From an optimization exercise on the open Yosys and OpenROAD flow, aimed at small area, a short achievable clock period and few clock cycles per item; shortcuts taken in it are not production practice.
Only simulation tests tie the RTL to the original design; equivalence was not proved.
Power figures rest on the tool's default switching activity, not on a simulated workload.

$ cat flow/run.sh
#!/bin/bash
# The standard layout (the standard.sh, with its standard synthesis), except that the
# port buffers are made from the smallest buffer cell, sky130_fd_sc_hd__buf_1, instead of
# the default choice. Every port still gets its own buffer.
set -euo pipefail
export BUFFER_PORTS_ARGS="-buffer_cell sky130_fd_sc_hd__buf_1"
bash standard.sh > standard.log 2>&1
$ cat standard.sh
#!/bin/bash
# synth_recipe.tcl (not shown) runs the flow's synth.tcl, then flattens the netlist and writes it again
# the make line also repeats each setting of config.mk as NAME=value (left out here)
make -C /OpenROAD-flow-scripts/flow DESIGN_CONFIG=/design/flow/config.mk WORK_HOME=/design/flow/orfs CLKGATE_MAP_FILE= SYNTH_SCRIPT=/design/flow/synth_recipe.tcl "${@:-finish}"
$ cat config.mk
export PLATFORM = sky130hd
export DESIGN_NAME = stream_minhash_sketcher
export DESIGN_NICKNAME = stream_minhash_sketcher
export VERILOG_FILES = /design/flow/design.v
export SDC_FILE = /design/flow/constraint.sdc
export NUM_CORES = 4
export LEC_CHECK = 0
export ABC_AREA = 1
export CAP_MARGIN = 20
export CORE_MARGIN = 2
export CORE_UTILIZATION = 40
export SETUP_SLACK_MARGIN = 2.7
export SLEW_MARGIN = 20
export TNS_END_PERCENT = 5
$ cat constraint.sdc
create_clock -name core_clock -period 5.0 [get_ports {clk}]
set_input_delay 1.0000 -clock core_clock [delete_from_list [all_inputs] [get_ports {clk}]]
set_output_delay 1.0000 -clock core_clock [all_outputs]
set_load 0.01 [all_outputs]
$ cat design.v
module stream_minhash_sketcher #(
  parameter int unsigned SKETCH_SIZE         = 16,
  parameter int unsigned H1_WIDTH            = 32,
  parameter int unsigned H2_WIDTH            = 32,
  parameter int unsigned LOG2_NUM_OF_BUCKETS = 8,
  parameter int unsigned DEDUP               = 1,
  parameter int unsigned CNT_WIDTH           = 16
) (
  input  logic                                       clk,
  input  logic                                       reset_n,
  input  logic                                       in_valid,
  output logic                                       in_ready,
  input  logic [H1_WIDTH-1:0]                        in_h1,
  input  logic [H2_WIDTH-1:0]                        in_h2,
  input  logic                                       in_last,
  output logic                                       sketch_valid,
  input  logic                                       sketch_ready,
  output logic [SKETCH_SIZE*LOG2_NUM_OF_BUCKETS-1:0] sketch_bucket,
  output logic [SKETCH_SIZE*H1_WIDTH-1:0]            sketch_h1,
  output logic [$clog2(SKETCH_SIZE+1)-1:0]           sketch_count,
  output logic [CNT_WIDTH-1:0]                       kmer_count
);
  localparam int unsigned S  = SKETCH_SIZE;
  localparam int unsigned W  = H1_WIDTH;
  localparam int unsigned CW = $clog2(SKETCH_SIZE + 1);
  localparam int unsigned L  = LOG2_NUM_OF_BUCKETS;
  logic [W-1:0]         h1_q  [S];
  logic [L-1:0]         bkt_q [S];
  logic [S-1:0]         fill_q;    
  logic [CW-1:0]        count_q;
  logic [CNT_WIDTH-1:0] kmer_q;
  logic started;    
  logic rdy_q;      
  logic c_v;        
  logic c_last;     
  logic sv_q;       
  logic fp_q;       
  logic accept;
  assign accept = in_valid & rdy_q;
  always_ff @(posedge clk or negedge reset_n) begin
    if (!reset_n) begin
      started <= 1'b0;
      rdy_q   <= 1'b0;
      c_v     <= 1'b0;
      sv_q    <= 1'b0;
      fp_q    <= 1'b1;
    end else begin
      started <= 1'b1;
      rdy_q   <= (rdy_q & ~(in_valid & in_last)) | (sv_q & sketch_ready) | ~started;
      c_v     <= accept;
      sv_q    <= (c_v & c_last) | (sv_q & ~sketch_ready);
      if (c_v) fp_q <= c_last;
    end
  end
  logic [W-1:0] c_x;
  logic [L-1:0] c_b;
  logic [S-1:0] c_le;     
  logic         c_rej;    
  logic         c_fresh;  
  logic [S-1:0] cur_le;    
  logic         cur_ins;   
  assign cur_le  = c_fresh ? '0 : c_le;
  assign cur_ins = c_fresh | (~c_rej & ~c_le[S-1]);
  logic [S-1:0] le_n, eq_n, le_c;
  logic         e_n, eqe_n;
  assign e_n   = (c_x <= in_h1);
  assign eqe_n = (c_x == in_h1);
  always_comb begin
    for (int unsigned i = 0; i < S; i++) begin
      le_n[i] = fill_q[i] & ~c_fresh & (h1_q[i] <= in_h1);
      eq_n[i] = fill_q[i] & ~c_fresh & (h1_q[i] == in_h1);
    end
    for (int unsigned i = 0; i < S; i++) begin
      if (!cur_ins || cur_le[i])            le_c[i] = le_n[i];
      else if (i == 0 || cur_le[i-1])       le_c[i] = e_n;
      else                                  le_c[i] = le_n[i-1];
    end
  end
  logic fresh_n;
  assign fresh_n = c_v ? c_last : fp_q;
  always_ff @(posedge clk) begin
    c_x     <= in_h1;
    c_b     <= in_h2[L-1:0];
    c_last  <= in_last;
    c_le    <= le_c;
    c_fresh <= accept & fresh_n;
    c_rej   <= ~accept | ((DEDUP != 0) & ~fresh_n & (|eq_n | (cur_ins & eqe_n)));
  end
  logic ins;
  assign ins = ~c_rej & ~c_le[S-1];
  logic [S-1:0] sel_k, sel_x, sel_s;
  always_comb begin
    for (int unsigned i = 0; i < S; i++) begin
      logic below;   
      below    = (i == 0) ? 1'b1 : c_le[i-1];
      sel_k[i] = ~c_fresh & (c_rej | c_le[i]);
      sel_x[i] = c_fresh | (~c_rej & ~c_le[i] & below);
      sel_s[i] = ~c_fresh & ~c_rej & ~below;
    end
  end
  logic [W-1:0] xf;
  logic [L-1:0] bf;
  assign xf = c_x | {W{c_fresh}};
  assign bf = c_b & {L{~c_fresh}};
  always_ff @(posedge clk) begin
    h1_q[0]  <= ({W{sel_k[0]}} & h1_q[0])  | ({W{sel_x[0]}} & c_x);
    bkt_q[0] <= ({L{sel_k[0]}} & bkt_q[0]) | ({L{sel_x[0]}} & c_b);
    for (int unsigned i = 1; i < S; i++) begin
      h1_q[i]  <= ({W{sel_k[i]}} & h1_q[i])  | ({W{sel_x[i]}} & xf) | ({W{sel_s[i]}} & h1_q[i-1]);
      bkt_q[i] <= ({L{sel_k[i]}} & bkt_q[i]) | ({L{sel_x[i]}} & bf) | ({L{sel_s[i]}} & bkt_q[i-1]);
    end
  end
  logic count_inc, kmer_inc;
  assign count_inc = ins & ~fill_q[S-1];
  assign kmer_inc  = c_v & (kmer_q != '1);
  always_ff @(posedge clk) begin
    fill_q  <= c_fresh ? S'(1) : (count_inc ? {fill_q[S-2:0], 1'b1} : fill_q);
    count_q <= c_fresh ? CW'(1) : count_q + CW'(count_inc);
    kmer_q  <= c_fresh ? CNT_WIDTH'(1) : kmer_q + CNT_WIDTH'(kmer_inc);
  end
  for (genvar g = 0; g < S; g++) begin : g_pack
    assign sketch_h1[g*W +: W]     = h1_q[g];
    assign sketch_bucket[g*L +: L] = bkt_q[g];
  end
  assign in_ready     = rdy_q;
  assign sketch_valid = sv_q;
  assign sketch_count = count_q;
  assign kmer_count   = kmer_q;
endmodule
==> results of run 1 <==
-- final cells by class --
type | count | area, um2
Fill cell | 9935 | 50200
Timing Repair Buffer | 898 | 4660
Tap cell | 1357 | 1700
Clock inverter | 37 | 403
Sequential cell | 740 | 15300
Multi-Input combinational cell | 3857 | 24100
Clock buffer | 123 | 2510
Inverter | 374 | 1460
-- sequential cells by signal, summed over array words and instances (netlist names), 5 cells and up, named ones only --
| name | cells |
|---|---|
| count_q | 5 |
| bkt_q | 120 |
| fill_q | 15 |
| kmer_q | 16 |
| c_x | 32 |
| c_le | 16 |
| h1_q | 480 |
| c_b | 8 |
-- power groups by stage --
stage / sequential [W] / combinational [W] / clock [W]
6_report: 0.0118 / 0.0159 / 0.00662
2_1_floorplan: 0.0119 / 0.00797 / 0
4_1_cts: 0.0117 / 0.0153 / 0.00670
3_3_place_gp: 0.0118 / 0.0147 / 0
3_5_place_dp: 0.0118 / 0.0151 / 0
5_1_grt: 0.0121 / 0.0175 / 0.00694
-- metrics by stage --
stage | setup slack (ns) | cell area (um2) | std cells | power [W]
after global routing | 2.44 | 50100 | 7386 | 0.0366
after global placement | 1.26 | 44700 | 7118 | 0.0265
final | 2.46 | 50100 | 7386 | 0.0343
after detailed placement | 1.25 | 44700 | 7119 | 0.0269
after floorplan | 2.32 | 40600 | 5214 | 0.0198
after CTS | 2.33 | 48400 | 7336 | 0.0337
-- cells in the final DEF, fill, tap and decap left out, types with 43 or more instances in the layout --
master	netlist	routed
nand2_1	1768	1717
buf_1	5	691
dfxtp_1	695	689
ha_1	548	523
a22oi_1	476	476
inv_1	344	325
nor2_1	300	238
a21oi_1	251	236
buf_4	2	127
o221ai_1	97	97
clkbuf_16	0	95
nand3_1	107	92
o21ai_0	68	66
nor2_4	6	52
nand2_2	2	48
nor2_2	27	47
nand4_1	43	43
-- logic make-up after synthesis --
family	synth area share [%]
simple gates	22.8
compound gates	16.3
flops	37.6
buf+inv	6.29
fa+ha+maj	16.9
xor+xnor	0.0863
other cells	0.00924
mux	0.0277
-- repair_timing --
| item | CTS | global route |
|---|---|---|
| endpoints found under the hold margin | 0 | 0 |
| buffers inserted | 52 | 43 |
| pin swaps | 15 | 75 |
| hold buffers | 0 | 0 |
| cloned | 5 | 6 |
| endpoints found under the setup margin | 1026 | 855 |
| gates resized for setup | 65 | 305 |
-- worst paths after layout --
path	endpoint	cells past startpoint	startpoint
max	sketch_h1[302]	1	h1_q[9][14]$_DFF_P_
min	started$_DFF_PN0_	1	reset_n
max reg2reg	bkt_q[12][7]$_DFF_P_	6	c_fresh$_DFF_P_
min reg2reg	flop	0	c_x[0]$_DFF_P_
max in group asynchronous	fp_q$_DFF_PN1_	1	reset_n
min in group core_clock	c_b[0]$_DFF_P_	1	in_h2[0]
-- routing by layer --
metal  vias to the layer above  wire length (um)  track usage, %
met5                         -                14               0
met4                         2             12800            20.1
met3                       510             18600            9.07
met2                      1902             83200            54.8
met1                     19790             73700            42.3
li1                      19276                 -               -
==> out/metrics.csv, run 1 <==
stage,metric,value,unit
run_status,status,no timing/DRC/antenna violations,
finish,final_core_util,50.0,%
pwr,peakVddDrop,0.000297,V
pwr,p_int,0.0178,W
pwr,p_comb_share,46.3,%
setup_path,critPathMaxFanout,4,
global_route,grt_usage,34.6,%
sta,final-hold-violation-count,0,
logic_synthesis,synth_edf_count,40,
detailed_routing,drt_iter0_markers,3424,
place,gp_congestion,0.938,
die,coreArea,100000,um2
sta,max_freq,393,MHz
clocking,cts-root-buf,clkbuf_16,
clocking,cts.sinks,740,
die,die_y,323,um
setup_path,cp-end-kind,primary output,
logic_synthesis,yosysMostFrequentCell,nand2_1,
pwr,p_sw,0.0166,W
sta,finalSetupViolations,0,
clocking,clock_latency,0.70,ns
setup_path,r2r_setup_slack,2.55,ns
sta,rsz0062_at_grt,yes,
detailed_routing,vias,41480,
sta,tns,0,ns
setup_path,worst_setup_path_start_kind,flop,
global_route,grt_start_max_net_pins,50,
clocking,cts.htree.levels,3,
sta,slew_headroom,12.1,%
logic_synthesis,syn_avg_cell_area,7.78,um2
logic_synthesis,synth_area,40600,um2
die,io_pins,732,
logic_synthesis,synthFlopType,dfxtp_1,
pwr,seqPwrFrac,34.4,%
detailed_routing,wl_per_cell,25.5,um
global_route,grt_pass1_wl,264,mm
hold_path,worstHoldPathType,in2async,
global_route,antenna_found_initial,3,
logic_synthesis,ys_warn_count,5,
pwr,p_leak,23.4,nW
run,drv_cap,0,
setup_path,slowest_delay,0.62,ns
setup_path,cpLargestDelayFamily,flip-flops,
clocking,cts.path.max_buffers,3,
detailed_routing,wirelength,188,mm
detailed_routing,drt-pass1-iter-count,6,
logic_synthesis,syn-num-nets,5831,
setup_path,arrival,1.54,ns
logic_synthesis,synth_cell_type_count,45,
setup_path,critical_path_class,reg2out,
die,initial_core_util,40.5,%
logic_synthesis,async_flop_share,0.676,%
logic_synthesis,synthCells,5214,
die,die-area,104000,um2
pwr,power_density,685,nW/um2
pwr,clockPowerShare,19.3,%
setup_path,worst-path-buf-inv,1,
sta,slew_viol_final,0,
place,port_buffers,707,
sta,clock_skew,0.0209,ns
place,dp_hpwl,141,mm
logic_synthesis,synth_top_cells_by_area,"dfxtp_1 (34%), ha_1 (17%), nand2_1 (16%)",
logic_synthesis,synth_commonest_cells,"nand2_1 (1,768), dfxtp_1 (695), ha_1 (548)",
finish,area_growth,23.4,%
logic_synthesis,yosysSeqAreaShare,37.6,%
finish,nets,6576,
global_route,grt_pass1_vias,38054,
detailed_routing,vias_per_cell,5.62,
finish,insertedDiodeCount,0,
sta,hold_slack,0.164,ns
logic_synthesis,synth_seq_cells,740,
sta,fin_crit_sh,50.8,%
setup_path,slowest_stage,dfxtp_1,
setup_path,required,4.00,ns
global_route,gr-total-overflow,0,
pwr,swShare,48.2,%
logic_synthesis,synth_top_area_share,34.3,%
die,row_count,116,
clocking,numCtsBuffers,88,
sta,fin_crit,2.54,ns
logic_synthesis,yosysTopAreaCell,dfxtp_1,
finish,drive_gt1_share,11.0,%
sta,worstMarginPinSlew,1.32,ns
clocking,cts_tree,done,
die,die_x,323,um
clocking,path_clk_slew,0.06,ns
detailed_routing,drcViolationCount,0,
detailed_routing,ant_nets,0,
setup_path,path_cells,buf_1,
Testbench counts, summed over its fixed seeds: cycles 218,182, items 216,574.
==> inputs of run 2 (changes only) <==
--- a/config.mk
+++ b/config.mk
@@ -11,3 +11,3 @@
 export CORE_UTILIZATION = 40
-export SETUP_SLACK_MARGIN = 2.7
+export SETUP_SLACK_MARGIN = 2.85
 export SLEW_MARGIN = 20
==> run 2 against run 1 <==
Against the previous run:
- still clean on timing, DRC and antenna
- non-clock buffer count grew 17
- synthesized cell count stayed put
- global-route usage grew 0.29 points
- hold slack gained 0.0023 ns
- final area is 1.9% higher
- largest cell class unchanged
- highest routed layer unchanged
==> out/metrics.csv, run 2 <==
stage,metric,value,unit
run_status,status,no timing/DRC/antenna violations,
finish,fin_cells,7403,
setup_path,critical_path_class,reg2out,
logic_synthesis,synth_area,40600,um2
setup_path,path_cells,buf_1,
sta,rsz0062_at_grt,yes,
finish,insertedDiodeCount,0,
place,pre_cts_slack,1.25,ns
sta,worstMarginPinSlew,1.22,ns
run,drv_cap,0,
die,row_count,116,
sta,final-hold-violation-count,0,
global_route,grt_pass1_wl,266,mm
logic_synthesis,synth_seq_cells,740,
die,die_x,323,um
global_route,grt_start_max_net_pins,50,
pwr,total_power,0.0348,W
detailed_routing,drt-pass1-iter-count,6,
die,coreArea,100000,um2
logic_synthesis,yosysSeqAreaShare,37.6,%
finish,top_register,h1_q,
global_route,grt_pass1_vias,38376,
sta,slew_viol_final,0,
logic_synthesis,yosysMostFrequentCell,nand2_1,
setup_path,r2r_setup_slack,2.65,ns
logic_synthesis,ys_warn_count,5,
logic_synthesis,syn_avg_cell_area,7.78,um2
clocking,cts_hold_buffers,0,
sta,finalSetupViolations,0,
finish,largest_register_ffs,480,
logic_synthesis,syn-num-nets,5831,
place,gp_congestion,0.938,
clocking,cts.htree.levels,3,
finish,final_cell_mix,"nand2_1 (1,691), buf_1 (664), dfxtp_1 (661)",
setup_path,required,4.00,ns
sta,clock_skew,0.0204,ns
setup_path,r2r-end,h1_q[5][28]$_DFF_P_,
logic_synthesis,async_flop_share,0.676,%
detailed_routing,vias_per_cell,5.61,
sta,slew_headroom,18.9,%
setup_path,critPathMaxFanout,4,
global_route,gr-total-overflow,0,
finish,largest_registers,"h1_q: 480 flops, bkt_q: 120 flops, c_x: 32 flops",
clocking,cts.sinks,740,
detailed_routing,wirelength,189,mm
finish,layout_commonest_cell,nand2_1,
sta,fin_crit_sh,49.2,%
finish,drive_gt1_share,13.2,%
sta,tns,0,ns
setup_path,slowest_delay,0.50,ns
clocking,cts_tree,done,
pwr,peakVddDrop,0.000272,V
setup_path,worst_r2r_path_depth,7,
setup_path,cpLargestDelayFamily,flip-flops,
logic_synthesis,synth_top_area_share,34.3,%
pwr,p_leak,23.7,nW
finish,fill_cells,9866,
setup_path,worst_setup_path_start_kind,flop,
place,dp_hpwl,141,mm
hold_path,worstHoldPathType,in2async,
global_route,antenna_found_initial,2,
detailed_routing,ant_nets,0,
die,die-area,104000,um2
die,die_y,323,um
logic_synthesis,synth_edf_count,40,
logic_synthesis,synth_cell_type_count,45,
setup_path,arrival,1.46,ns
clocking,numCtsBuffers,88,
logic_synthesis,synth_top_cells_by_area,"dfxtp_1 (34%), ha_1 (17%), nand2_1 (16%)",
finish,final_core_util,50.9,%
finish,area_growth,25.7,%
sta,fin_crit,2.46,ns
sta,setup_ws,2.54,ns
clocking,cts.path.max_buffers,3,
logic_synthesis,yosysTopAreaCell,dfxtp_1,
place,port_buffers,707,
die,io_pins,732,
setup_path,cp-end-kind,primary output,
logic_synthesis,synth_commonest_cells,"nand2_1 (1,768), dfxtp_1 (695), ha_1 (548)",
clocking,clock_latency,0.70,ns
clocking,cts-root-buf,clkbuf_16,
detailed_routing,wl_per_cell,25.5,um
setup_path,slowest_stage,dfxtp_1,
detailed_routing,vias,41553,
logic_synthesis,synthCells,5214,
global_route,grt_usage,34.9,%
setup_path,reg2reg_from,c_rej$_DFF_P_,
setup_path,worst-path-buf-inv,1,
die,initial_core_util,40.5,%
sta,max_freq,407,MHz
pwr,power_density,682,nW/um2
finish,nets,6593,
place,place.detailed.instances,7119,
detailed_routing,drcViolationCount,0,
logic_synthesis,synthFlopType,dfxtp_1,
detailed_routing,drt_iter0_markers,3276,
clocking,path_clk_slew,0.06,ns
run 2: cell counts after synthesis:
Identical to the previous run, type by type.
run 2: timing repair:
item | in CTS | in global routing
buffers inserted | 72 | 42
gates cloned | 8 | 1
gates resized for setup | 236 | 431
pin swaps | 43 | 96
setup endpoints to repair | 1296 | 936
run 2: cell families after synthesis:
group,Yosys count,synth area share (%)
AOI/OAI and AO/OA,975,16.3
buffers and inverters,621,6.29
other,1,0.00924
and+or+nand+nor,2324,22.8
muxes,1,0.0277
DFF,740,37.6
adders and majority gates,548,16.9
xor gates and xnor gates,4,0.0863
run 2: worst max path at each step:
stage | start | end | slack, ns | cells after the start
floorplan | in_h1[31] | c_le[0]$_DFF_P_ | 2.32 | 10
global placement | in_h1[31] | c_le[0]$_DFF_P_ | 1.26 | 12
detailed placement | in_h1[31] | c_le[0]$_DFF_P_ | 1.25 | 12
CTS | h1_q[9][14]$_DFF_P_ | sketch_h1[302] | 2.47 | 1
global route | h1_q[11][17]$_DFF_P_ | sketch_h1[369] | 2.55 | 1
finish | h1_q[11][31]$_DFF_P_ | sketch_h1[383] | 2.54 | 1
run 2: report_power, final:
part           switching [W]  leakage, nW  internal, W  total, W
sequential           0.00315         6.28      0.00872    0.0119
combinational         0.0107         16.0      0.00562    0.0163
clock                0.00284         1.45      0.00378   0.00663
run 2: area by class of cell:
cell class	count	area, um2	share of cell area, %
clock buffers	123	2510	4.91
clock inverters	37	403	0.789
inverters	374	1470	2.88
multi-input cells	3857	24500	48.0
flip-flops and latches	740	15300	30.1
well taps	1357	1700	3.33
repair buffers	915	5110	10.0
run 2: metrics by stage:
step / cell area, um2 / hold slack [ns]
global route: 51000 / 0.179
global placement: 44700 / 0.410
detailed placement: 44700 / 0.414
finish: 51000 / 0.166
floorplan: 40600 / 0.408
CTS: 49300 / 0.147
run 2: metal layers:
layer  vias up  GRT usage, %  routed length (um)
met3       513          9.28               18700
met4         2          20.0               12600
met2      1969          55.4               83800
met5         -             0                  14
met1     19739          42.6               73700
li1      19330             -                   -
==> inputs of run 3 (changes only) <==
--- a/config.mk
+++ b/config.mk
@@ -11,2 +11,3 @@
 export CORE_UTILIZATION = 40
+export PLACE_DENSITY = 0.45
 export SETUP_SLACK_MARGIN = 2.85
==> run 3 against run 2 <==
Against the previous run:
- sequential share of layout area about the same
- area after synthesis unchanged
- die area unchanged
- synthesized cell count is the same
- total power about the same
- critical path depth unchanged
- hold slack gained 0.011 ns
- combinational power about the same
- sequential cell count unchanged
- final cell count is 0.16% lower
- via count shrank 1.9%
==> out/metrics.csv, run 3 <==
stage,metric,value,unit
pwr,power_density,684,nW/um2
setup_path,worst-path-buf-inv,1,
detailed_routing,wirelength,193,mm
global_route,antenna_found_initial,2,
setup_path,r2r_setup_slack,2.65,ns
sta,fin_crit,2.41,ns
finish,largest_registers,"h1_q: 480 flops, bkt_q: 120 flops, c_x: 32 flops",
setup_path,slowest_stage,dfxtp_1,
die,coreArea,100000,um2
sta,final-hold-violation-count,0,
die,initial_core_util,40.5,%
place,port_buffers,707,
logic_synthesis,synthCells,5214,
clocking,cts-root-buf,clkbuf_16,
clocking,numCtsBuffers,90,
die,io_pins,732,
finish,area_growth,25.3,%
place,dp_hpwl,143,mm
setup_path,path_cells,buf_1,
detailed_routing,wl_per_cell,26.1,um
sta,clock_skew,0.0222,ns
die,row_count,116,
detailed_routing,drcViolationCount,0,
logic_synthesis,synthFlopType,dfxtp_1,
global_route,grt_pass1_vias,37626,
die,die_x,323,um
run_status,status,no timing/DRC/antenna violations,
logic_synthesis,synth_area,40600,um2
detailed_routing,drt_iter0_markers,3075,
clocking,cts.htree.levels,3,
finish,layout_commonest_cell,nand2_1,
setup_path,critical_path_class,reg2out,
sta,finalSetupViolations,0,
setup_path,worst_setup_path_start_kind,flop,
detailed_routing,vias_per_cell,5.52,
clocking,cts_hold_buffers,0,
global_route,gr-total-overflow,0,
place,place.detailed.instances,7115,
sta,worstMarginPinSlew,1.11,ns
global_route,grt_start_max_net_pins,43,
die,die_y,323,um
logic_synthesis,synth_top_cells_by_area,"dfxtp_1 (34%), ha_1 (17%), nand2_1 (16%)",
logic_synthesis,synth_cell_type_count,45,
logic_synthesis,async_flop_share,0.676,%
logic_synthesis,synth_top_area_share,34.3,%
setup_path,cpLargestDelayFamily,flip-flops,
detailed_routing,drt-pass1-iter-count,8,
sta,slew_viol_final,0,
clocking,path_clk_slew,0.06,ns
place,gp_congestion,0.921,
hold_path,worstHoldPathType,in2async,
finish,largest_register_ffs,480,
global_route,grt_pass1_wl,269,mm
logic_synthesis,ys_warn_count,5,
pwr,p_leak,23.7,nW
clocking,cts_tree,done,
clocking,cts.path.max_buffers,3,
global_route,grt_usage,35.6,%
sta,slew_headroom,25.6,%
finish,nets,6579,
die,die-area,104000,um2
clocking,cts.sinks,740,
run,drv_cap,0,
logic_synthesis,yosysMostFrequentCell,nand2_1,
finish,drive_gt1_share,13.4,%
detailed_routing,vias,40778,
detailed_routing,ant_nets,0,
logic_synthesis,yosysTopAreaCell,dfxtp_1,
logic_synthesis,synth_edf_count,40,
logic_synthesis,syn-num-nets,5831,
sta,tns,0,ns
sta,rsz0062_at_grt,yes,
setup_path,slowest_delay,0.47,ns
sta,fin_crit_sh,48.1,%
clocking,clock_latency,0.69,ns
pwr,peakVddDrop,0.000300,V
setup_path,arrival,1.41,ns
finish,top_register,h1_q,
setup_path,critPathMaxFanout,4,
sta,max_freq,416,MHz
logic_synthesis,yosysSeqAreaShare,37.6,%
logic_synthesis,synth_commonest_cells,"nand2_1 (1,768), dfxtp_1 (695), ha_1 (548)",
setup_path,cp-end-kind,primary output,
setup_path,required,4.00,ns
logic_synthesis,synth_seq_cells,740,
finish,fin_cells,7391,
logic_synthesis,syn_avg_cell_area,7.78,um2
finish,final_cell_mix,"nand2_1 (1,693), dfxtp_1 (666), buf_1 (621)",
run 3: cells by family (layout without fill, tap and decap cells):
| logic type | count (synthesis) | after routing | synth area share [%] |
|---|---|---|---|
| adders and majority gates | 548 | 548 | 16.9 |
| AOI/OAI and AO/OA | 975 | 976 | 16.3 |
| DFF | 740 | 740 | 37.6 |
| and+or+nand+nor | 2324 | 2330 | 22.8 |
| xor gates and xnor gates | 4 | 4 | 0.0863 |
| muxes | 1 | 1 | 0.0277 |
| other | 1 | 2 | 0.00924 |
| buffers and inverters | 621 | 1433 | 6.29 |
run 3: area by class of cell:
type                       instances  area, um2
fill                           10230      49400
multi-input combinational       3860      24500
sequential                       740      15300
timing repair buffer             896       5120
clock buffer                     138       2590
tap                             1357       1700
inverter                         374       1450
clock inverter                    25        218
antenna                            1       2.50
run 3: path summary, 6_finish.rpt:
path                                    start                    to  cells past startpoint
setup reg to reg                c_rej$_DFF_P_  bkt_q[12][2]$_DFF_P_                      6
setup / recovery           h1_q[1][4]$_DFF_P_         sketch_h1[36]                      1
hold reg to reg             started$_DFF_PN0_       rdy_q$_DFF_PN0_                      1
max in group asynchronous             reset_n        fp_q$_DFF_PN1_                      1
hold / removal                        reset_n         c_v$_DFF_PN0_                      1
min in group core_clock              in_h2[1]        c_b[1]$_DFF_P_                      1
run 3: per-stage QoR:
stage | utilization, % | power [W] | instance area [um2] | hold slack (ns) | setup slack [ns]
after global placement | 44.6 | 0.0268 | 44800 | 0.412 | 1.24
after global routing | 50.7 | 0.0371 | 50900 | 0.187 | 2.56
after floorplan | - | 0.0198 | 40600 | 0.408 | 2.32
final | 50.7 | 0.0348 | 50900 | 0.177 | 2.59
after detailed placement | 44.8 | 0.0271 | 44900 | 0.413 | 1.23
after CTS | 48.7 | 0.0339 | 48800 | 0.154 | 2.57
run 3: timing repair:
| action | in CTS | in global routing |
|---|---|---|
| buffers inserted | 43 | 57 |
| gates cloned | 7 | 5 |
| endpoints found under the hold margin | 0 | 0 |
| setup endpoints to repair | 1337 | 1118 |
| pin swaps | 39 | 83 |
| resized for setup | 182 | 426 |
run 3: where the power goes:
part | leakage [nW] | switching (W) | internal (W)
registers | 6.28 | 0.00324 | 0.00870
clock network | 1.38 | 0.00280 | 0.00367
logic | 16.1 | 0.0107 | 0.00569
run 3: per-layer routing:
layer / GRT usage, % / wire length, um / vias up
met5: 0 / 0 / -
met4: 16.0 / 10100 / 0
met3: 8.25 / 15700 / 379
met2: 59.7 / 90700 / 1558
met1: 43.3 / 76500 / 19534
li1: - / - / 19307
==> inputs of run 4 (changes only) <==
--- a/config.mk
+++ b/config.mk
@@ -11,5 +11,4 @@
 export CORE_UTILIZATION = 40
-export PLACE_DENSITY = 0.45
-export SETUP_SLACK_MARGIN = 2.85
+export SETUP_SLACK_MARGIN = 2.7
 export SLEW_MARGIN = 20
-export TNS_END_PERCENT = 5
+export TNS_END_PERCENT = 12
==> run 4 against run 3 <==
Against the previous run:
- routed wire length decreased by 3.0%
- largest power group unchanged
- hold slack got worse by 0.0079 ns
- sequential cell count unchanged
- still clean
- register-to-register slack got worse by 0.09 ns
- sequential share of layout area increased by 0.54 points
==> out/metrics.csv, run 4 <==
stage,metric,value,unit
logic_synthesis,syn-num-nets,5831,
global_route,gr-total-overflow,0,
sta,fin_crit,2.49,ns
die,die_y,323,um
finish,regArea,15300,um2
hold_path,worstHoldPathType,in2async,
finish,final_cell_mix,"nand2_1 (1,722), buf_1 (691), dfxtp_1 (687)",
die,initial_core_util,40.5,%
pwr,seqPwrFrac,34.4,%
pwr,p_int,0.0177,W
detailed_routing,vias,41322,
finish,nets,6564,
pwr,p_sw,0.0165,W
logic_synthesis,synth_commonest_cells,"nand2_1 (1,768), dfxtp_1 (695), ha_1 (548)",
detailed_routing,ant_nets,0,
pwr,p_leak,23.3,nW
detailed_routing,drt_iter0_markers,3366,
clocking,cts-root-buf,clkbuf_16,
pwr,power_density,688,nW/um2
global_route,grt_start_max_net_pins,50,
finish,area_growth,22.7,%
logic_synthesis,synth_cell_type_count,45,
logic_synthesis,yosysTopAreaCell,dfxtp_1,
setup_path,slowest_stage,buf_1,
sta,clock_skew,0.0227,ns
logic_synthesis,synthFlopType,dfxtp_1,
setup_path,r2r_setup_slack,2.56,ns
global_route,grtUsageMet1,42.1,%
die,row_count,116,
run_status,status,no timing/DRC/antenna violations,
clocking,clock_latency,0.70,ns
setup_path,required,4.00,ns
logic_synthesis,synth_seq_cells,740,
finish,largest_register_ffs,480,
pwr,clockPowerShare,19.3,%
setup_path,arrival,1.49,ns
detailed_routing,wirelength,187,mm
sta,tns,0,ns
logic_synthesis,yosysMostFrequentCell,nand2_1,
sta,worstMarginPinSlew,1.30,ns
global_route,antenna_found_initial,3,
global_route,grt_usage,34.6,%
detailed_routing,vias_per_cell,5.60,
finish,final_core_util,49.7,%
setup_path,cp-end-kind,primary output,
logic_synthesis,async_flop_share,0.676,%
sta,slew_headroom,13.6,%
logic_synthesis,synth_area,40600,um2
sta,max_freq,402,MHz
die,die_x,323,um
sta,final-hold-violation-count,0,
logic_synthesis,synth_top_area_share,34.3,%
finish,top_register,h1_q,
logic_synthesis,synth_edf_count,40,
setup_path,worst-path-buf-inv,1,
logic_synthesis,syn_avg_cell_area,7.78,um2
run,drv_cap,0,
clocking,cts.path.max_buffers,3,
clocking,cts.htree.levels,3,
detailed_routing,drcViolationCount,0,
setup_path,cp_num_cells,1,
global_route,grt.busiest_layer,met2,
global_route,grt_pass1_vias,38135,
setup_path,worst_setup_path_start_kind,flop,
pwr,swShare,48.2,%
sta,finalSetupViolations,0,
die,io_pins,732,
setup_path,critPathMaxFanout,4,
place,port_buffers,707,
pwr,peakVddDrop,0.000295,V
finish,multi_input_area,24000,um2
clocking,cts_tree,done,
sta,fin_crit_sh,49.8,%
setup_path,slowest_delay,0.41,ns
logic_synthesis,synth_top_cells_by_area,"dfxtp_1 (34%), ha_1 (17%), nand2_1 (16%)",
place,dp_hpwl,141,mm
finish,largest_registers,"h1_q: 480 flops, bkt_q: 120 flops, c_x: 32 flops",
pwr,p_comb_share,46.3,%
detailed_routing,wl_per_cell,25.4,um
setup_path,cpLargestDelayFamily,buffers and inverters,
logic_synthesis,yosysSeqAreaShare,37.6,%
clocking,cts_hold_buffers,0,
finish,layout_commonest_cell,nand2_1,
global_route,grt_use_met3,9.48,%
finish,drive_gt1_share,10.5,%
clocking,numCtsBuffers,88,
setup_path,critical_path_class,reg2out,
die,die-area,104000,um2
logic_synthesis,ys_warn_count,5,
logic_synthesis,synthCells,5214,
setup_path,path_cells,buf_1,
place,gp_congestion,0.938,
clocking,cts.sinks,740,
detailed_routing,drt-pass1-iter-count,5,
sta,rsz0062_at_grt,yes,
global_route,grt_pass1_wl,265,mm
sta,slew_viol_final,0,
die,coreArea,100000,um2
finish,fill_cells,9989,
clocking,path_clk_slew,0.06,ns
global_route,globalRouteMet2Util,54.9,%
setup_path,worst_r2r_path_depth,6,
[run 4: cells by family after synthesis]
group	count (synthesis)	share of synthesized area, %
AO/OA/AOI/OAI	975	16.3
XOR/XNOR	4	0.0863
adder cells (fa/ha/maj)	548	16.9
buffers and inverters	621	6.29
flip-flops	740	37.6
multiplexers	1	0.0277
other	1	0.00924
AND/OR/NAND/NOR	2324	22.8
[run 4: power by group through the flow]
stage | clock network, W | registers, W | logic, W
2_1_floorplan | 0 | 0.0119 | 0.00797
3_3_place_gp | 0 | 0.0118 | 0.0147
3_5_place_dp | 0 | 0.0118 | 0.0151
4_1_cts | 0.00670 | 0.0117 | 0.0154
5_1_grt | 0.00694 | 0.0121 | 0.0175
6_report | 0.00661 | 0.0118 | 0.0159
[run 4: metrics by stage]
step | setup WS, ns | hold WS (ns) | instances | area, um2 | power, W
finish | 2.51 | 0.169 | 7375 | 49800 | 0.0343
global route | 2.48 | 0.179 | 7374 | 49800 | 0.0365
CTS | 2.43 | 0.147 | 7341 | 48600 | 0.0338
detailed placement | 1.25 | 0.414 | 7119 | 44700 | 0.0269
global placement | 1.26 | 0.410 | 7118 | 44700 | 0.0265
floorplan | 2.32 | 0.408 | 5214 | 40600 | 0.0198
[run 4: timing repair]
| action | in CTS | in global routing |
|---|---|---|
| endpoints found under the setup margin | 1026 | 826 |
| gates resized for setup | 117 | 226 |
| cloned | 5 | 1 |
| pin swaps | 22 | 64 |
| buffers inserted | 57 | 32 |
[run 4: path summary, 6_finish.rpt]
| check | to | from |
|---|---|---|
| setup / recovery | sketch_h1[337] | h1_q[10][17]$_DFF_P_ |
| hold / removal | c_v$_DFF_PN0_ | reset_n |
| setup reg to reg | h1_q[9][0]$_DFF_P_ | c_rej$_DFF_P_ |
| hold reg to reg | flop | c_x[0]$_DFF_P_ |
| max in group asynchronous | fp_q$_DFF_PN1_ | reset_n |
| min in group core_clock | c_b[0]$_DFF_P_ | in_h2[0] |
[run 4: cell type report]
class                           instances  area share (%)
Antenna cell                            1         0.00503
Clock buffer                          123            5.03
Clock inverter                         37           0.809
Inverter                              374            2.92
Multi-Input combinational cell       3857            48.3
Sequential cell                       740            30.6
Tap cell                             1357            3.41
Timing Repair Buffer                  886            8.93
[run 4: layer usage]
metal  up-vias  share of wire, %
met3       501                10
met4         2               6.9
met5         -            0.0075
li1      19269                 -
met2      1918                44
met1     19632                39
==> inputs of run 5 (changes only) <==
--- a/design.v
+++ b/design.v
@@ -67,12 +67,21 @@
   assign eqe_n = (c_x == in_h1);
+  logic [S-1:0] vld;
+  assign vld = fill_q & {S{~c_fresh}};
+  logic [S-1:0] pick_own, pick_beat, pick_low;   
   always_comb begin
     for (int unsigned i = 0; i < S; i++) begin
-      le_n[i] = fill_q[i] & ~c_fresh & (h1_q[i] <= in_h1);
-      eq_n[i] = fill_q[i] & ~c_fresh & (h1_q[i] == in_h1);
+      logic own, beat;
+      own  = ~cur_ins | cur_le[i];
+      beat = ~own & ((i == 0) || cur_le[i-1]);
+      pick_own[i]  = own & vld[i];
+      pick_beat[i] = beat;
+      pick_low[i]  = (i == 0) ? 1'b0 : (~own & ~beat & vld[i-1]);
     end
     for (int unsigned i = 0; i < S; i++) begin
-      if (!cur_ins || cur_le[i])            le_c[i] = le_n[i];
-      else if (i == 0 || cur_le[i-1])       le_c[i] = e_n;
-      else                                  le_c[i] = le_n[i-1];
+      le_n[i] = h1_q[i] <= in_h1;
+      eq_n[i] = vld[i] & (h1_q[i] == in_h1);
     end
+    for (int unsigned i = 0; i < S; i++)
+      le_c[i] = (pick_own[i] & le_n[i]) | (pick_beat[i] & e_n) |
+                ((i == 0) ? 1'b0 : (pick_low[i] & le_n[i-1]));
   end
--- a/config.mk
+++ b/config.mk
@@ -11,4 +11,4 @@
 export CORE_UTILIZATION = 40
-export SETUP_SLACK_MARGIN = 2.7
+export SETUP_SLACK_MARGIN = 2.85
 export SLEW_MARGIN = 20
-export TNS_END_PERCENT = 12
+export TNS_END_PERCENT = 5
==> run 5 against run 4 <==
Against the previous run:
- sequential cell count stayed put
- critical path depth stayed put
- setup slack better by 0.16 ns
- highest routed layer is now met4
- total power is 1.9% higher
- critical endpoint is now sketch_h1[362]
- largest cell class unchanged
- still clean
- combinational power hardly changed
- routed wire length is 8.7% lower
- count of clock-buffer cells in the layout is 7 lower
==> out/metrics.csv, run 5 <==
stage,metric,value,unit
clocking,numCtsBuffers,89,
finish,nets,6739,
clocking,clock_latency,0.69,ns
finish,layout_commonest_cell,nand2_1,
global_route,antenna_found_initial,1,
clocking,cts.sinks,740,
detailed_routing,drt_iter0_markers,2800,
finish,largest_register_ffs,480,
global_route,grt_pass1_vias,37696,
die,die_y,323,um
setup_path,reg2reg_from,c_rej$_DFF_P_,
logic_synthesis,yosysMostFrequentCell,nand2_1,
pwr,power_density,671,nW/um2
logic_synthesis,yosysTopAreaCell,dfxtp_1,
finish,final_core_util,51.8,%
finish,final_cell_area,52000,um2
detailed_routing,vias_per_cell,5.39,
place,dp_hpwl,120,mm
clocking,cts_hold_buffers,0,
setup_path,slowest_stage,dfxtp_1,
finish,drive_gt1_share,16.0,%
clocking,cts.htree.levels,3,
global_route,grt_pass1_wl,241,mm
logic_synthesis,synth_cell_type_count,40,
logic_synthesis,ys_warn_count,4,
finish,final_cell_mix,"nand2_1 (1,983), dfxtp_1 (675), ha_1 (510)",
logic_synthesis,synth_edf_count,40,
logic_synthesis,synth_top_area_share,34.2,%
sta,fin_crit,2.33,ns
finish,largest_registers,"h1_q: 480 flops, bkt_q: 120 flops, c_x: 32 flops",
logic_synthesis,synth_area,40700,um2
place,gp_congestion,0.918,
detailed_routing,drt-pass1-iter-count,5,
run,drv_cap,0,
finish,area_growth,27.9,%
setup_path,slowest_delay,0.38,ns
run_status,status,no timing/DRC/antenna violations,
setup_path,r2r-end,h1_q[5][15]$_DFF_P_,
setup_path,critical_path_class,reg2out,
die,die-area,104000,um2
logic_synthesis,synthCells,5354,
pwr,peakVddDrop,0.000304,V
die,coreArea,100000,um2
finish,insertedDiodeCount,0,
sta,max_freq,430,MHz
clocking,path_clk_slew,0.06,ns
sta,final-hold-violation-count,0,
pwr,p_leak,24.8,nW
sta,setup_ws,2.67,ns
logic_synthesis,synth_commonest_cells,"nand2_1 (2,068), dfxtp_1 (695), ha_1 (548)",
place,pre_cts_slack,1.40,ns
finish,fill_cells,10038,
die,row_count,116,
die,io_pins,732,
detailed_routing,wirelength,171,mm
finish,top_register,h1_q,
logic_synthesis,syn_avg_cell_area,7.60,um2
clocking,cts_tree,done,
place,postPlaceCellArea,44400,um2
clocking,cts-root-buf,clkbuf_16,
setup_path,cpLargestDelayFamily,flip-flops,
detailed_routing,drcViolationCount,0,
global_route,gr-total-overflow,0,
logic_synthesis,syn-num-nets,5971,
sta,clock_skew,0.0276,ns
detailed_routing,ant_nets,0,
die,die_x,323,um
setup_path,worst-path-buf-inv,1,
setup_path,worst_setup_path_start_kind,flop,
logic_synthesis,synth_top_cells_by_area,"dfxtp_1 (34%), nand2_1 (19%), ha_1 (17%)",
setup_path,path_cells,buf_1,
detailed_routing,wl_per_cell,22.6,um
setup_path,worst_r2r_path_depth,6,
detailed_routing,vias,40722,
logic_synthesis,async_flop_share,0.676,%
setup_path,r2r_setup_slack,2.77,ns
sta,fin_crit_sh,46.5,%
sta,worstMarginPinSlew,1.01,ns
place,port_buffers,707,
global_route,grt_usage,30.9,%
setup_path,critPathMaxFanout,4,
hold_path,worstHoldPathType,in2async,
sta,hold_slack,0.169,ns
sta,rsz0062_at_grt,yes,
clocking,cts.path.max_buffers,3,
logic_synthesis,synthFlopType,dfxtp_1,
die,initial_core_util,40.5,%
setup_path,arrival,1.33,ns
sta,slew_headroom,32.6,%
sta,tns,0,ns
global_route,grt_start_max_net_pins,60,
sta,finalSetupViolations,0,
logic_synthesis,yosysSeqAreaShare,37.5,%
setup_path,cp-end-kind,primary output,
sta,slew_viol_final,0,
setup_path,required,4.00,ns
logic_synthesis,synth_seq_cells,740,
## run 5: cell families after synthesis
family | after synthesis | synth area share [%]
buffers and inverters | 531 | 5.69
DFF | 740 | 37.5
AOI/OAI and AO/OA | 890 | 14.4
xor gates and xnor gates | 5 | 0.108
and+or+nand+nor | 2639 | 25.5
other | 1 | 0.00922
adders and majority gates | 548 | 16.9
## run 5: what timing repair did
item | 4_1_cts | 5_1_grt
buffers inserted | 123 | 19
endpoints found under the hold margin | 0 | 0
gates cloned | 52 | 12
resized for setup | 373 | 309
pin swaps | 40 | 62
setup endpoints to repair | 1351 | 1224
## run 5: worst max-delay path by stage
| stage | start | to | depth (start not counted) |
|---|---|---|---|
| 2_1_floorplan | in_h1[23] | c_le[1]$_DFF_P_ | 14 |
| 3_3_place_gp | in_h1[31] | c_rej$_DFF_P_ | 11 |
| 3_5_place_dp | in_h1[31] | c_rej$_DFF_P_ | 11 |
| 4_1_cts | flop | sketch_h1[0] | 1 |
| 5_1_grt | h1_q[5][19]$_DFF_P_ | sketch_h1[179] | 1 |
| 6_report | h1_q[11][10]$_DFF_P_ | sketch_h1[362] | 1 |
## run 5: layer usage
metal	up-vias	global-route usage (%)	part of all wire, %
met5	-	0	0
met4	0	15.6	5.9
met3	388	6.64	7.5
met2	1449	51.9	47
met1	19190	37.1	40
li1	19695	-	-
## run 5: stage by stage
step           std cells  total power, W
2_1_floorplan       5354          0.0200
5_1_grt             7555          0.0374
6_report            7555          0.0349
3_3_place_gp        7178          0.0253
4_1_cts             7520          0.0343
3_5_place_dp        7178          0.0258
## run 5: layout make-up
cell class              instances  area (um2)  share of cell area [%]
multi-input cells            4141       25500                    48.9
repair buffers                894        5300                    10.2
inverters                     256        1090                    2.09
well taps                    1357        1700                    3.26
clock inverters                51         737                    1.42
clock buffers                 116        2500                    4.80
flip-flops and latches        740       15300                    29.4
## run 5: where the power goes
part / switching, W / total, W / internal (W)
clock network: 0.00281 / 0.00722 / 0.00442
logic: 0.0102 / 0.0160 / 0.00580
registers: 0.00294 / 0.0116 / 0.00870
Testbench counts of run 5, summed over its fixed seeds: cycles 218,182, items 216,574.
==> inputs of run 6 (changes only) <==
--- a/config.mk
+++ b/config.mk
@@ -11,2 +11,3 @@
 export CORE_UTILIZATION = 40
+export GPL_ROUTABILITY_DRIVEN = 0
 export SETUP_SLACK_MARGIN = 2.85
==> run 6 against run 5 <==
Against the previous run:
- still clean on timing, DRC and antenna
- total power unchanged
- setup slack unchanged
- count of clock-buffer cells in the layout unchanged
- final cell count unchanged
- clock power about the same
- critical path depth unchanged
- fmax unchanged
- hold slack unchanged
- global-route usage unchanged
- sequential power about the same
==> out/metrics.csv, run 6 <==
stage,metric,value,unit
run_status,status,no timing/DRC/antenna violations,
sta,slew_headroom,32.6,%
finish,area_growth,27.9,%
sta,tns,0,ns
die,coreArea,100000,um2
sta,clock_skew,0.0276,ns
setup_path,crit_start,h1_q[11][10]$_DFF_P_,
logic_synthesis,synthCells,5354,
finish,multi_input_area,25500,um2
setup_path,r2r_setup_slack,2.77,ns
finish,fill_cells,10038,
setup_path,critPathMaxFanout,4,
sta,max_freq,430,MHz
setup_path,critical_path_class,reg2out,
clocking,clock_latency,0.69,ns
logic_synthesis,ys_warn_count,4,
logic_synthesis,syn-num-nets,5971,
finish,regArea,15300,um2
logic_synthesis,synth_area,40700,um2
setup_path,cp_num_cells,1,
sta,final-hold-violation-count,0,
finish,layout_commonest_cell,nand2_1,
pwr,peakVddDrop,0.000304,V
pwr,power_density,671,nW/um2
die,die_x,323,um
logic_synthesis,synth_top_cells_by_area,"dfxtp_1 (34%), nand2_1 (19%), ha_1 (17%)",
finish,largest_registers,"h1_q: 480 flops, bkt_q: 120 flops, c_x: 32 flops",
logic_synthesis,synth_commonest_cells,"nand2_1 (2,068), dfxtp_1 (695), ha_1 (548)",
clocking,cts-root-buf,clkbuf_16,
finish,nets,6739,
finish,top_register,h1_q,
finish,final_cell_mix,"nand2_1 (1,983), dfxtp_1 (675), ha_1 (510)",
setup_path,worst-path-buf-inv,1,
logic_synthesis,yosysTopAreaCell,dfxtp_1,
clocking,cts_hold_buffers,0,
sta,slew_viol_final,0,
sta,fin_crit,2.33,ns
detailed_routing,wirelength,171,mm
sta,hold_slack,0.169,ns
die,die-area,104000,um2
run,drv_cap,0,
logic_synthesis,synth_cell_type_count,40,
setup_path,worst_setup_path_start_kind,flop,
setup_path,worst_r2r_path_depth,6,
clocking,cts.htree.levels,3,
clocking,path_clk_slew,0.06,ns
finish,drive_gt1_share,16.0,%
sta,fin_crit_sh,46.5,%
detailed_routing,drt_iter0_markers,2800,
detailed_routing,wl_per_cell,22.6,um
logic_synthesis,synth_seq_cells,740,
setup_path,slowest_stage,dfxtp_1,
place,port_buffers,707,
place,dp_hpwl,120,mm
finish,insertedDiodeCount,0,
die,die_y,323,um
clocking,cts_tree,done,
global_route,grt_pass1_vias,37696,
setup_path,arrival,1.33,ns
clocking,cts.path.max_buffers,3,
clocking,numCtsBuffers,89,
setup_path,required,4.00,ns
setup_path,slowest_delay,0.38,ns
setup_path,cp-end-kind,primary output,
die,initial_core_util,40.5,%
global_route,grt_start_max_net_pins,60,
logic_synthesis,yosysMostFrequentCell,nand2_1,
global_route,gr-total-overflow,0,
finish,largest_register_ffs,480,
detailed_routing,vias_per_cell,5.39,
logic_synthesis,syn_avg_cell_area,7.60,um2
setup_path,r2r-end,h1_q[5][15]$_DFF_P_,
die,io_pins,732,
logic_synthesis,synth_edf_count,40,
die,row_count,116,
sta,finalSetupViolations,0,
sta,worstMarginPinSlew,1.01,ns
setup_path,setup.worst_path.end,sketch_h1[362],
global_route,antenna_found_initial,1,
logic_synthesis,yosysSeqAreaShare,37.5,%
hold_path,worstHoldPathType,in2async,
detailed_routing,drt-pass1-iter-count,5,
pwr,p_leak,24.8,nW
logic_synthesis,async_flop_share,0.676,%
sta,rsz0062_at_grt,yes,
setup_path,path_cells,buf_1,
detailed_routing,drcViolationCount,0,
clocking,cts.sinks,740,
logic_synthesis,synth_top_area_share,34.2,%
logic_synthesis,synthFlopType,dfxtp_1,
detailed_routing,vias,40722,
setup_path,reg2reg_from,c_rej$_DFF_P_,
setup_path,cpLargestDelayFamily,flip-flops,
global_route,grt_pass1_wl,241,mm
detailed_routing,ant_nets,0,
global_route,grt_usage,30.9,%
run 6: cell counts in the layout (fill, tap and decap cells not counted):
No cell type changed its count.
run 6: per-layer routing:
metal	GRT usage (%)	up-vias	part of all wire, %
met5	0	-	0
met4	15.6	0	5.9
met3	6.64	388	7.5
met2	51.9	1449	47
met1	37.1	19190	40
li1	-	19695	-
run 6: per-stage QoR:
| step | cell area, um2 | total power [W] | instances | utilization (%) | worst slack, ns |
|---|---|---|---|---|---|
| 4_1_cts | 50400 | 0.0343 | 7520 | 50.1 | 2.66 |
| 5_1_grt | 52000 | 0.0374 | 7555 | 51.8 | 2.63 |
| 6_report | 52000 | 0.0349 | 7555 | 51.8 | 2.67 |
| 3_3_place_gp | 44400 | 0.0253 | 7178 | 44.2 | 1.45 |
| 2_1_floorplan | 40700 | 0.0200 | 5354 | - | 2.39 |
| 3_5_place_dp | 44400 | 0.0258 | 7178 | 44.2 | 1.40 |
run 6: worst min path at each step:
stage	from	endpoint	slack, ns	depth (start not counted)
global route	reset_n	rdy_q$_DFF_PN0_	0.18	1
CTS	reset_n	rdy_q$_DFF_PN0_	0.14	1
floorplan	c_b[7]$_DFF_P_	flop	0.41	0
global placement	c_b[6]$_DFF_P_	flop	0.41	0
detailed placement	c_b[0]$_DFF_P_	flop	0.41	0
finish	reset_n	rdy_q$_DFF_PN0_	0.17	1
run 6: power by group:
part / leakage (nW) / switching [W] / internal (W)
sequential: 6.28 / 0.00294 / 0.00870
combinational: 16.9 / 0.0102 / 0.00580
clock: 1.59 / 0.00281 / 0.00442
run 6: kinds of logic after synthesis:
logic type	share of synthesized area, %
AOI/OAI and AO/OA	14.4
buffers and inverters	5.69
DFF	37.5
and+or+nand+nor	25.5
xor gates and xnor gates	0.108
adders and majority gates	16.9
other	0.00922
run 6: cell type report:
class	instances	area share, %
clock buffer	116	4.80
clock inverter	51	1.42
inverter	256	2.09
multi-input combinational	4141	48.9
sequential	740	29.4
tap	1357	3.26
timing repair buffer	894	10.2
run 6: repair_timing:
action / 4_1_cts / 5_1_grt
endpoints found under the hold margin: 0 / 0
pin swaps: 40 / 62
gates resized for setup: 373 / 309
endpoints found under the setup margin: 1351 / 1224
buffers inserted: 123 / 19
gates cloned: 52 / 12
==> inputs of run 7 (changes only) <==
--- a/config.mk
+++ b/config.mk
@@ -11,5 +11,4 @@
 export CORE_UTILIZATION = 40
-export GPL_ROUTABILITY_DRIVEN = 0
 export SETUP_SLACK_MARGIN = 2.85
 export SLEW_MARGIN = 20
-export TNS_END_PERCENT = 5
+export TNS_END_PERCENT = 2.5
==> run 7 against run 6 <==
Against the previous run:
- still clean
- combinational power is 3% lower
- total power down 2.0%
- final cell count down 0.56%
- die area stayed put
- area after synthesis did not move
- final area down 2.1%
- synthesized cell count unchanged
- hold slack worse by 0.0071 ns
- sequential cell count did not move
- sequential power is essentially flat
- sequential share of layout area rose by 0.62 points
- clock power shrank 1%
- critical path type unchanged
- critical endpoint is now sketch_h1[184]
- largest cell class unchanged
==> out/metrics.csv, run 7 <==
stage,metric,value,unit
finish,area_growth,25.2,%
pwr,power_density,671,nW/um2
die,die-area,104000,um2
global_route,grt_pass1_wl,235,mm
clocking,cts.sinks,740,
clocking,cts_tree,done,
detailed_routing,wirelength,165,mm
finish,final_cell_mix,"nand2_1 (2,007), dfxtp_1 (680), buf_1 (540)",
pwr,p_leak,24.2,nW
setup_path,slowest_delay,0.38,ns
finish,drive_gt1_share,13.5,%
hold_path,worstHoldPathType,in2async,
logic_synthesis,syn-num-nets,5971,
finish,top_register,h1_q,
sta,rsz0062_at_grt,yes,
detailed_routing,ant_nets,0,
sta,fin_crit,2.37,ns
detailed_routing,vias,39897,
die,coreArea,100000,um2
detailed_routing,drt-pass1-iter-count,9,
clocking,cts.path.max_buffers,3,
sta,tns,0,ns
sta,fin_crit_sh,47.3,%
logic_synthesis,synthCells,5354,
global_route,gr-total-overflow,0,
logic_synthesis,synth_seq_cells,740,
detailed_routing,vias_per_cell,5.31,
finish,final_cell_area,50900,um2
place,pre_cts_slack,1.49,ns
place,port_buffers,707,
detailed_routing,drcViolationCount,0,
clocking,numCtsBuffers,90,
setup_path,required,4.00,ns
run,drv_cap,0,
sta,final-hold-violation-count,0,
logic_synthesis,yosysSeqAreaShare,37.5,%
sta,slew_headroom,26.4,%
global_route,grt_pass1_vias,36746,
logic_synthesis,synth_cell_type_count,40,
finish,multi_input_area,24800,um2
global_route,grt_start_max_net_pins,65,
finish,nets,6697,
die,die_y,323,um
logic_synthesis,yosysMostFrequentCell,nand2_1,
finish,regArea,15300,um2
global_route,antenna_found_initial,1,
clocking,clock_latency,0.70,ns
setup_path,cp-end-kind,primary output,
place,postPlaceCellArea,44500,um2
finish,layout_commonest_cell,nand2_1,
logic_synthesis,syn_avg_cell_area,7.60,um2
logic_synthesis,synth_top_area_share,34.2,%
die,initial_core_util,40.5,%
logic_synthesis,synth_edf_count,40,
setup_path,path_cells,buf_1,
logic_synthesis,synth_top_cells_by_area,"dfxtp_1 (34%), nand2_1 (19%), ha_1 (17%)",
setup_path,cpLargestDelayFamily,flip-flops,
pwr,peakVddDrop,0.000304,V
setup_path,slowest_stage,dfxtp_1,
logic_synthesis,async_flop_share,0.676,%
clocking,path_clk_slew,0.06,ns
logic_synthesis,yosysTopAreaCell,dfxtp_1,
setup_path,critPathMaxFanout,4,
detailed_routing,drt_iter0_markers,2826,
sta,finalSetupViolations,0,
setup_path,arrival,1.37,ns
finish,largest_registers,"h1_q: 480 flops, bkt_q: 120 flops, c_x: 32 flops",
finish,largest_register_ffs,480,
die,io_pins,732,
sta,clock_skew,0.0223,ns
place,gp_congestion,0.903,
setup_path,worst_setup_path_start_kind,flop,
global_route,grt_usage,29.9,%
clocking,cts.htree.levels,3,
logic_synthesis,synth_area,40700,um2
logic_synthesis,ys_warn_count,4,
clocking,cts-root-buf,clkbuf_16,
setup_path,critical_path_class,reg2out,
sta,slew_viol_final,0,
sta,setup_ws,2.63,ns
logic_synthesis,synth_commonest_cells,"nand2_1 (2,068), dfxtp_1 (695), ha_1 (548)",
finish,fill_cells,9971,
detailed_routing,wl_per_cell,22.0,um
place,dp_hpwl,120,mm
setup_path,worst-path-buf-inv,1,
logic_synthesis,synthFlopType,dfxtp_1,
clocking,cts_hold_buffers,0,
sta,max_freq,423,MHz
run_status,status,no timing/DRC/antenna violations,
sta,worstMarginPinSlew,1.10,ns
die,row_count,116,
die,die_x,323,um
[run 7: cell count changes in the layout (fill, tap and decap cells not counted), sizes merged, moves of 2 or more]
cell      delta
a21oi       -13
buf         -32
bufinv       -3
clkbuf      +19
clkinv       -2
clkinvlp     -3
nor2         -7
[run 7: worst reg2reg max path, cell delays in order, from the launching register on]
cell and delay, ns:
dfxtp_4 0.45, inv_8 0.32, buf_4 0.41, nand2_1 0.38, nor2_4 0.47, nand2_1 0.12, nand3_1 0.11
[run 7: final timing paths]
check	from	end	slack [ns]	cells after the start
max in group asynchronous	reset_n	fp_q$_DFF_PN1_	4.57	1
max reg2reg	c_fresh$_DFF_P_	bkt_q[6][1]$_DFF_P_	2.68	6
min in group core_clock	in_h2[7]	c_b[7]$_DFF_P_	0.40	1
max	h1_q[5][24]$_DFF_P_	sketch_h1[184]	2.63	1
min	reset_n	sv_q$_DFF_PN0_	0.16	1
min reg2reg	c_b[2]$_DFF_P_	flop	0.43	0
[run 7: final cells by class]
cell class	count	share of cell area (%)
antenna	1	0.00491
clock buffer	125	4.95
clock inverter	42	1.27
inverter	256	2.13
multi-input combinational	4121	48.7
sequential	740	30.0
tap	1357	3.33
timing repair buffer	871	9.63
[run 7: cells by family after synthesis]
logic type | Yosys count | synth area share (%)
AND/OR/NAND/NOR | 2639 | 25.5
AO/OA/AOI/OAI | 890 | 14.4
flip-flops | 740 | 37.5
adder cells (fa/ha/maj) | 548 | 16.9
buffers and inverters | 531 | 5.69
XOR/XNOR | 5 | 0.108
other | 1 | 0.00922
[run 7: stage by stage]
stage / utilization [%] / power (W) / hold WS [ns] / instances
final: 50.7 / 0.0342 / 0.162 / 7513
after global routing: 50.7 / 0.0367 / 0.157 / 7513
after CTS: 49.2 / 0.0337 / 0.137 / 7458
after detailed placement: 44.3 / 0.0258 / 0.416 / 7180
after global placement: 44.1 / 0.0253 / 0.410 / 7174
after floorplan: - / 0.0200 / 0.408 / 5354
[run 7: layer usage]
layer | part of all wire (%) | track usage (%) | vias to the layer above | routed length [um]
met2 | 46 | 49.5 | 1301 | 76400
met4 | 4.8 | 12.7 | 0 | 7940
met3 | 7.3 | 6.56 | 299 | 12000
met1 | 42 | 37.5 | 18709 | 68900
li1 | - | - | 19588 | -
met5 | 0 | 0 | - | 0
[run 7: what timing repair did]
item,4_1_cts,5_1_grt
setup endpoints to repair,1350,1293
buffers inserted,80,41
cloned,31,10
gates resized for setup,227,276
pin swaps,23,80
hold endpoints to repair,0,0
[run 7: power by group]
part / switching (W) / internal [W] / total [W] / leakage [nW]
Clock: 0.00287 / 0.00427 / 0.00714 / 1.56
Sequential: 0.00286 / 0.00869 / 0.0115 / 6.28
Combinational: 0.00997 / 0.00554 / 0.0155 / 16.4

## static timing again, ports no longer ideal
The results above use ideal ports. As a check the final layouts listed here were re-extracted and re-timed, cells and wires unchanged.
Step 1, drivers: a clkbuf_16 drives clk and a buf_2 each remaining input, both assumed.
Step 2, shift: input delay + t, output delay - t, t = (earliest + latest rising clock arrival at the registers) / 2. This alone moves slack from input paths to output paths.
Three values: ideal ports, drivers, drivers and shift; two values: the first two.
run	t, ns	setup WS [ns]	worst data-port slew with drivers (ns)
run 1	0.768	2.458 / 2.384 / 1.872	0.06
run 2	0.765	2.540 / 2.464 / 1.920	0.07
run 3	0.751	2.593 / 2.520 / 1.875	0.11
run 4	0.764	2.512 / 2.440 / 1.888	0.06
run 5	0.746	2.675 / 2.601 / 2.015	0.06
run 6	0.746	2.675 / 2.601 / 2.015	0.06
run 7	0.762	2.634 / 2.557 / 1.970	0.06
After both steps setup and hold are still met in every run listed. For run 3, which loses most, drivers alone change the setup slack by -0.073 ns; drivers and shift together by -0.718 ns.
